What follows belongs to an exercise in optimizing a design on an open flow for small area and a short achievable clock period; a production flow would make more cautious choices. Where RTL was checked, it was by simulation tests only, not by an equivalence proof against the original. Power is estimated from default activity; no workload was simulated.

==> flow/design.v (excerpt) <==
module wedge_fitter (
	input logic clock,
	input logic reset,
	input logic clear_status,
	input logic [22:0] data_in,  
	input logic ds,
	output logic hold,
	input logic out_re,
	output logic [22:0] data_out,  
	output logic out_valid,
	output logic out_empty,
	input logic nocut,
	input logic [12:0] chi2cut_value,
	output logic [4:0] wedge_status  
);
	logic [22:0] H;
	logic [22:0] S [15];
	logic [3:0] s_rd, s_wr;
	logic [4:0] i_cnt;
	logic i_empty, i_one, i_full;
	logic push_i, pop_i, s_push, s_pop;
	logic [4:0] i_cnt_next;
	assign push_i = ds && !i_full;
	assign s_push = push_i && !i_empty && !(pop_i && i_one);
	assign s_pop = pop_i && !i_empty && !i_one;
	always_ff @(posedge clock)
	begin
		if (push_i)
			S[s_wr] <= data_in;
	end
	logic [14:0] s_rd_dec;
	logic [22:0] s_head;
	always_comb
	begin
		s_rd_dec = 15'd1 << s_rd;
		s_head = '0;
		for (int k = 0; k < 15; k++)
			s_head = s_head | (S[k] & {23{s_rd_dec[k]}});
	end
	always_ff @(posedge clock)
	begin
		if (pop_i)
			H <= (i_empty || i_one) ? data_in : s_head;
		else if (i_empty)
			H <= data_in;
	end
	always_comb
	begin
		i_cnt_next = i_cnt;
		if (push_i && !pop_i)
			i_cnt_next = i_cnt + 5'd1;
  ...
Size: ~1200 flip-flops, roughly 73 I/O pins, about 46000 sq um of cells after synthesis.
make LEC_CHECK=0 CAP_MARGIN=20 CORE_MARGIN=2 CORE_UTILIZATION=70 CTS_BUF_LIST=sky130_fd_sc_hd__clkbuf_8 SETUP_SLACK_MARGIN=3.5 SLEW_MARGIN=20 finish   # period 6.5 ns
run.sh (not shown) runs the stock make flow with config.mk's settings and CLKGATE_MAP_FILE= SYNTH_SCRIPT=/design/flow/synth_recipe.tcl, a recipe that flattens the netlist after the stock synthesis.
Next try:
--- a/flow/config.mk
+++ b/flow/config.mk
@@ -11,2 +10,0 @@
-export CTS_BUF_LIST = sky130_fd_sc_hd__clkbuf_8
-export SETUP_SLACK_MARGIN = 3.5
After rerunning:
- count of clock-buffer cells in the layout falls by 60
- via count falls by 0.86%
- final cell count falls by 3.4%
- synthesized cell count is unchanged
- global-route usage barely changes
- power rises by 3.9%
- maximum frequency falls by 17%
No run of this note included a check of the RTL's function; only the layout flow was run.

========
== the baseline ==
wedge_fitter again, from the RTL that the note above started with.
clock: 6.5 ns
lec_check: 0
cap_margin: 20
core_margin: 2
core_utilization: 70
cts_buf_list: sky130_fd_sc_hd__clkbuf_8
setup_slack_margin: 3.9
slew_margin: 20
#### Input delta (the candidate over the baseline)
Settings: SETUP_SLACK_MARGIN: 3.9 -> unset.
[summary]
Lower highest achievable clock rate was reported by the candidate, not the baseline. On clock network power share, the baseline tracks the candidate almost exactly. The candidate vs the baseline, source of the critical timing path: f_state[1] vs ds. Fraction of standard cell area that is sequential was lower in the run labelled the baseline. The storage element area of the baseline and that of the candidate are within noise of each other. Compared with the baseline, the candidate shows a lower final cell utilization of the core. Class of the most critical setup path = primary input to flip-flop: the baseline; class of the most critical setup path = flip-flop to flip-flop: the candidate.
Function was not checked in any run of this note: the RTL went through the layout flow alone.

========
## tundra
wedge_fitter, a different RTL version from the one above (not shown whole).
For scale: ~1200 flip-flops, ~73 I/O pins, ~0.046 mm2 of cells after synthesis.
==> flow/config.mk <==
export PLATFORM = sky130hd
export DESIGN_NAME = wedge_fitter
export DESIGN_NICKNAME = wedge_fitter
export VERILOG_FILES = /design/flow/design.v
export SDC_FILE = /design/flow/constraint.sdc
export NUM_CORES = 4
export LEC_CHECK = 0
export CAP_MARGIN = 20
export CORE_MARGIN = 2
export CORE_UTILIZATION = 70
export SETUP_SLACK_MARGIN = 3.9
export SLEW_MARGIN = 20
==> flow/constraint.sdc <==
create_clock -name core_clock -period 6.5 [get_ports {clock}]
set_input_delay 1.3000 -clock core_clock [delete_from_list [all_inputs] [get_ports {clock}]]
set_output_delay 1.3000 -clock core_clock [all_outputs]
set_load 0.01 [all_outputs]
tundra: all stages complete, timing, DRC and antenna checks passed
Input changes introduced in sierra (baseline for comparison: tundra):
- CTS_CLUSTER_SIZE: unset -> 30
- CTS_CLUSTER_DIAMETER: unset -> 60
- ABC_AREA: unset -> 1
- CTS_BUF_LIST: unset -> sky130_fd_sc_hd__clkbuf_16
==> run summary <==
sierra against tundra: clock buffer count from CTS saw a decrease; multi-input logic portion of the cell area moved up; length in cells of the worst reg-to-reg path increased 4; portion of netlist area occupied by mux cells -1.1 points. tundra vs sierra, worst-path cell with the longest stage delay: sky130_fd_sc_hd__clkdlybuf4s50_1 vs sky130_fd_sc_hd__dfxtp_1. Compared with tundra, in sierra time the worst path needs with I/O delays and setup has increased; count of inverters not on the clock network in the layout now larger.
diff inputs: sierra => amber
- changing CAP_MARGIN from 20 to 5
- removing ABC_AREA (formerly 1)
- changing SLEW_MARGIN from 20 to 5
### Flow results
Changes observed in amber relative to sierra: headroom to the max-slew limit rose 2.6 points, average detailed-routed wire length per instance rose 5.8 um, die area fell about 2.5%.
Per the final summary, amber finished and its layout is clean on timing, DRC and antenna.
sierra: done, clean on timing, DRC and antenna
Between amber and sierra, the fraction of power consumed by the clock network figures differ only marginally.
Input-level comparison between fjord and amber:
- changing CAP_MARGIN from 5 to 20
- changing SLEW_MARGIN from 5 to 20
- changing SETUP_SLACK_MARGIN from 3.9 to 4.2
==> comparison <==
The run showing the smaller post-route core utilization is amber.
The number of cells on the worst reg-to-reg path reported for fjord is smaller than that of amber by 1.
Changes observed in fjord relative to amber: global routing usage on met2 has increased; first-iteration DRC count has increased.
Combined area of the multi-input logic cells up about 8% in fjord wrt amber
amber → fjord: critical path depth went down 8; number of hold-slack violations in the final timing report did not really move.
[fjord] non-clock buffer instance count of the final layout rose about 34% relative to amber
Detailed-route via count for fjord is higher than for amber.
fjord ran to completion and came out clean on the timing, design-rule and antenna checks.
NOTE: time the worst path needs with I/O delays and setup in fjord falls short of that of amber
Run comparison: amber launching instance or port of the critical path s_rd[1]; fjord launching instance or port of the critical path hold

## static timing again, ports no longer ideal
No port has a modelled driver above. Below, the same layouts with a new extraction and two added sets of constraints. Step 1: set_driving_cell puts a clkbuf_16 on clock and a buf_2 on each other input, an assumption about the parent block. Step 2 also shifts input and output timing later by t, the mid clock arrival at the registers, as if the neighbouring blocks saw the same clock. Three values: ideal ports, drivers, drivers and shift; two values: the first two.
run	t (ns)	setup slack, ns	hold WS [ns]
the first run of note 1	0.881	3.561 / 3.561 / 2.919	0.465 / 0.465 / 0.465
the second run of note 1	0.752	2.973 / 2.973 / 2.849	0.471 / 0.471 / 0.471
the baseline	0.885	3.707 / 3.730 / 2.860	0.478 / 0.478 / 0.478
the candidate	0.883	3.064 / 3.006 / 2.823	0.475 / 0.475 / 0.475
tundra	0.746	3.923 / 3.872 / 3.221	0.474 / 0.474 / 0.474
sierra	0.723	3.871 / 3.861 / 3.163	0.479 / 0.479 / 0.479
amber	0.716	3.927 / 3.870 / 3.299	0.486 / 0.486 / 0.486
fjord	0.746	3.978 / 3.912 / 3.492	0.482 / 0.482 / 0.482
After both steps setup and hold are still met in every run listed. For the baseline, which loses most, drivers alone change the setup slack by +0.023 ns; drivers and shift together by -0.847 ns.
